This is an optimization exercise on Yosys and OpenROAD, whose aim is small area, not a production implementation.
RTL that was checked went through simulation tests only; none was proved equivalent to the original.

job 6106:
==> flow/design.v (excerpt) <==
module can_dma_top
(
    input  wire         bs,
    input  wire         rst_n,
    input  wire         reg_wr,
    input  wire         reg_rd,
    input  wire  [15:0] reg_addr,
    input  wire  [31:0] reg_wdata,
    output logic [31:0] reg_rdata,
    output logic        bus_busreq,
    output logic        bus_write,
    output logic [31:0] bus_addr,
    output logic [31:0] bus_wdata,
    input  wire         bus_grant,
    input  wire  [31:0] bus_rdata,
    output logic        can_start,
    output logic [63:0] can_data,
    output logic [28:0] can_id,
    output logic  [7:0] can_quanta_div,
    output logic  [5:0] can_prop_quanta,
    output logic  [5:0] can_seg1_quanta,
    output logic  [3:0] can_datalen,
    output logic        can_format,
    output logic  [1:0] can_frame_type,
    input  wire         can_busy
);
    can_dma_pkg::bus_req_t   bus_req;
    can_dma_pkg::can_frame_t can_frame;
  ...
Size: roughly 430 flip-flops, about 310 I/O pins, roughly 17000 um2 of cells after synthesis.
==> flow/config.mk <==
export PLATFORM = sky130hd
export DESIGN_NAME = can_dma_top
export DESIGN_NICKNAME = can_dma_top
export VERILOG_FILES = /design/flow/design.v
export SDC_FILE = /design/flow/constraint.sdc
export NUM_CORES = 4
export LEC_CHECK = 0
export CAP_MARGIN = 20
export CORE_MARGIN = 2
export CORE_UTILIZATION = 50
export CTS_BUF_LIST = sky130_fd_sc_hd__clkbuf_4
export SLEW_MARGIN = 20
==> flow/constraint.sdc <==
create_clock -name core_clock -period 7.0 [get_ports {bs}]
set_input_delay 1.4000 -clock core_clock [delete_from_list [all_inputs] [get_ports {bs}]]
set_output_delay 1.4000 -clock core_clock [all_outputs]
set_load 0.01 [all_outputs]
standard.sh (not shown) runs the stock make flow with config.mk's settings and CLKGATE_MAP_FILE= SYNTH_SCRIPT=/design/flow/synth_recipe.tcl, a recipe that flattens the netlist after the stock synthesis.
==> flow/flow/run.sh <==
#!/bin/bash
# Standard layout, with the smallest buffer on every port and a clock tree
# without dummy loads.
set -euo pipefail
export BUFFER_PORTS_ARGS="-buffer_cell sky130_fd_sc_hd__buf_1"
export CTS_ARGS="-sink_clustering_enable -repair_clock_nets -dont_use_dummy_load -buf_list sky130_fd_sc_hd__clkbuf_4 -sink_clustering_size 12"
bash standard.sh > standard.log 2>&1
Job 6106 | status: complete | timing, DRC, antenna: pass
The inputs of job 9834 differ from those of job 6106 as listed below.
Settings: CORE_UTILIZATION changed from 50 to 30.
==> flow/flow/run.sh <==
#!/bin/bash
# Standard layout, with the smallest buffer on every port and a clock tree
# without dummy loads.
set -euo pipefail
export BUFFER_PORTS_ARGS="-buffer_cell sky130_fd_sc_hd__buf_1"
export CTS_ARGS="-sink_clustering_enable -repair_clock_nets -dont_use_dummy_load -buf_list sky130_fd_sc_hd__clkbuf_4"
bash standard.sh > standard.log 2>&1
==> notes.md <==
Of job 6106 and job 9834, the lower HPWL after detailed placement belongs to job 6106.
Of job 9834 and job 6106, it is job 9834 that has the lower final clock period utilization by the worst path.
met2 wire length was higher in job 9834 than in job 6106.
Arrival time reported for the critical path endpoint of job 9834 is on par with job 6106.
Compare job 6106 and job 9834 | cell area lower: job 6106
Relative to job 6106, CTS buffer count has increased by 4 in job 9834.
| global-route usage | job 9834 vs job 6106 | 10 points lower |
What job 3722 does differently from job 9834 at the input level:
==> flow/run.sh (new file) <==
#!/bin/bash
# synth_recipe.tcl (not shown) runs the flow's synth.tcl, then flattens the netlist and writes it again
# the make line also repeats each setting of config.mk as NAME=value (left out here)
make -C /OpenROAD-flow-scripts/flow DESIGN_CONFIG=/design/flow/config.mk WORK_HOME=/design/flow/orfs CLKGATE_MAP_FILE= SYNTH_SCRIPT=/design/flow/synth_recipe.tcl finish
removed: flow/flow/run.sh
removed: flow/standard.sh
--- outcome ---
- From job 9834 to job 3722 the numbers moved as follows: utilization climbed 4.2 points, number of top-level design ports barely changed, setup slack dropped 0.65 ns.
> inputs changed (job 3722 -> job 9243)
==> flow/flow/run.sh (new file) <==
#!/bin/bash
# Standard layout, with the smallest buffer on every port.
set -euo pipefail
export BUFFER_PORTS_ARGS="-buffer_cell sky130_fd_sc_hd__buf_1"
bash standard.sh > standard.log 2>&1
==> flow/standard.sh (new file) <==
#!/bin/bash
# synth_recipe.tcl (not shown) runs the flow's synth.tcl, then flattens the netlist and writes it again
# the make line also repeats each setting of config.mk as NAME=value (left out here)
make -C /OpenROAD-flow-scripts/flow DESIGN_CONFIG=/design/flow/config.mk WORK_HOME=/design/flow/orfs CLKGATE_MAP_FILE= SYNTH_SCRIPT=/design/flow/synth_recipe.tcl "${@:-finish}"
removed: flow/run.sh
[summary]
On CTS clock-pin slew for the worst setup and hold paths, job 9243 and job 3722 are neck and neck.
Diff job 3722..job 9243 | count of flip-flops with a built-in enable after synthesis | unchanged
Routed length on met3 delta for job 9243 relative to job 3722: about 14% higher
Global-route usage: job 9243 vs job 3722 down 0.29 points
No run of this note included a check of the RTL's function; only the layout flow was run.


can_dma_top, a different RTL version from the one above (not shown whole).
Size: ~1000 cells after synthesis, ~430 flip-flops, roughly 310 I/O pins.
export LEC_CHECK = 0
export CAP_MARGIN = 0
export CORE_MARGIN = 2
export CORE_UTILIZATION = 50
export SLEW_MARGIN = 0
create_clock -name core_clock -period 7.0 [get_ports {bs}]
==> flow/flow/run.sh <==
#!/bin/bash
# Standard layout, with the smallest buffer on every port and a clock tree
# of small buffers without dummy loads; high-fanout nets are buffered by gain.
set -euo pipefail
export BUFFER_PORTS_ARGS="-buffer_cell sky130_fd_sc_hd__buf_1"
export PRE_RESIZE_TCL="$PWD/flow/pre_resize.tcl"
export CTS_ARGS="-sink_clustering_enable -repair_clock_nets -dont_use_dummy_load -buf_list sky130_fd_sc_hd__clkbuf_4 -sink_clustering_size 9 -sink_clustering_max_diameter 50"
bash standard.sh > standard.log 2>&1
==> flow/flow/pre_resize.tcl <==
# Buffer the high-fanout nets by gain before the standard placement repair.
set_dont_use $::env(DONT_USE_CELLS)
estimate_parasitics -placement
repair_design -verbose -buffer_gain 4.0 -cap_margin $::env(CAP_MARGIN) -slew_margin $::env(SLEW_MARGIN) -match_cell_footprint
The baseline stopped in placement repair (3_4_place_resized) with EST-0104.
Next try:
==> flow/flow/run.sh (replaced) <==
#!/bin/bash
# Standard layout, with the smallest buffer on every port and a clock tree
# of small buffers without dummy loads.
set -euo pipefail
export BUFFER_PORTS_ARGS="-buffer_cell sky130_fd_sc_hd__buf_1"
export CTS_ARGS="-sink_clustering_enable -repair_clock_nets -dont_use_dummy_load -buf_list sky130_fd_sc_hd__clkbuf_4 -sink_clustering_size 8 -sink_clustering_max_diameter 60"
bash standard.sh > standard.log 2>&1
removed: flow/flow/pre_resize.tcl
- The new run completed with no timing, DRC or antenna violations
- synthesized cell count is unchanged
- synthesized area is unchanged
Next try:
==> flow/flow/run.sh (replaced) <==
#!/bin/bash
# Standard layout, with the smallest buffer on every port, gates off the
# critical paths downsized before the placement repair, and a clock tree of
# small buffers without dummy loads.
set -euo pipefail
export BUFFER_PORTS_ARGS="-buffer_cell sky130_fd_sc_hd__buf_1"
export PRE_RESIZE_TCL="$PWD/flow/pre_resize.tcl"
export CTS_ARGS="-sink_clustering_enable -repair_clock_nets -dont_use_dummy_load -buf_list sky130_fd_sc_hd__clkbuf_4 -sink_clustering_size 9 -sink_clustering_max_diameter 50"
bash standard.sh > standard.log 2>&1
==> flow/flow/pre_resize.tcl (new file) <==
# Before the placement repair: shrink the gates that synthesis sized up on
# paths with slack to spare; repair_design then fixes any slew or load limit.
set_dont_use $::env(DONT_USE_CELLS)
estimate_parasitics -placement
repair_timing -recover_power 100 -verbose
Effect: Wire length barely changes. Register-to-register slack improves by 190 ps. Die area does not change. Synthesized area stays the same. Non-clock buffer count is higher by 11. Global-route usage barely changes. Cell count rose slightly.

## what the ideal ports hide
The flow's constraints put no driver on any port. The routed layouts listed below were extracted and timed again, unchanged, in two steps. Step 1 assumes that a clkbuf_16 drives the clock port and a buf_2 every other input. Step 2, shift: input delay + t, output delay - t, t = (earliest + latest rising clock arrival at the registers) / 2. This alone moves slack from input paths to output paths. a / b / c = no drivers / after step 1 / after step 2; a / b = the first two.
| run | t, ns | setup slack, ns | worst data-port slew with drivers (ns) | cell pins on the clock port's net |
|---|---|---|---|---|
| job 6106 | 0.779 | 1.867 / 1.817 / 1.817 | 0.07 | 1 |
| job 9834 | 0.851 | 1.880 / 1.854 / 1.854 | 0.10 | 1 |
| job 3722 | 0.885 | 1.232 / 1.202 / 1.202 | 0.10 | 1 |
| job 9243 | 0.887 | 1.877 / 1.850 / 1.850 | 0.10 | 1 |
| the second run of note 2 | 0.743 | 1.831 / 1.807 / 1.807 | 0.05 | 1 |
| the third run of note 2 | 0.742 | 1.926 / 1.905 / 1.905 | 0.05 | 1 |
After both steps every run listed still meets setup and hold. For job 6106, which loses most, drivers alone change the setup slack by -0.050 ns; drivers and shift together by -0.050 ns.
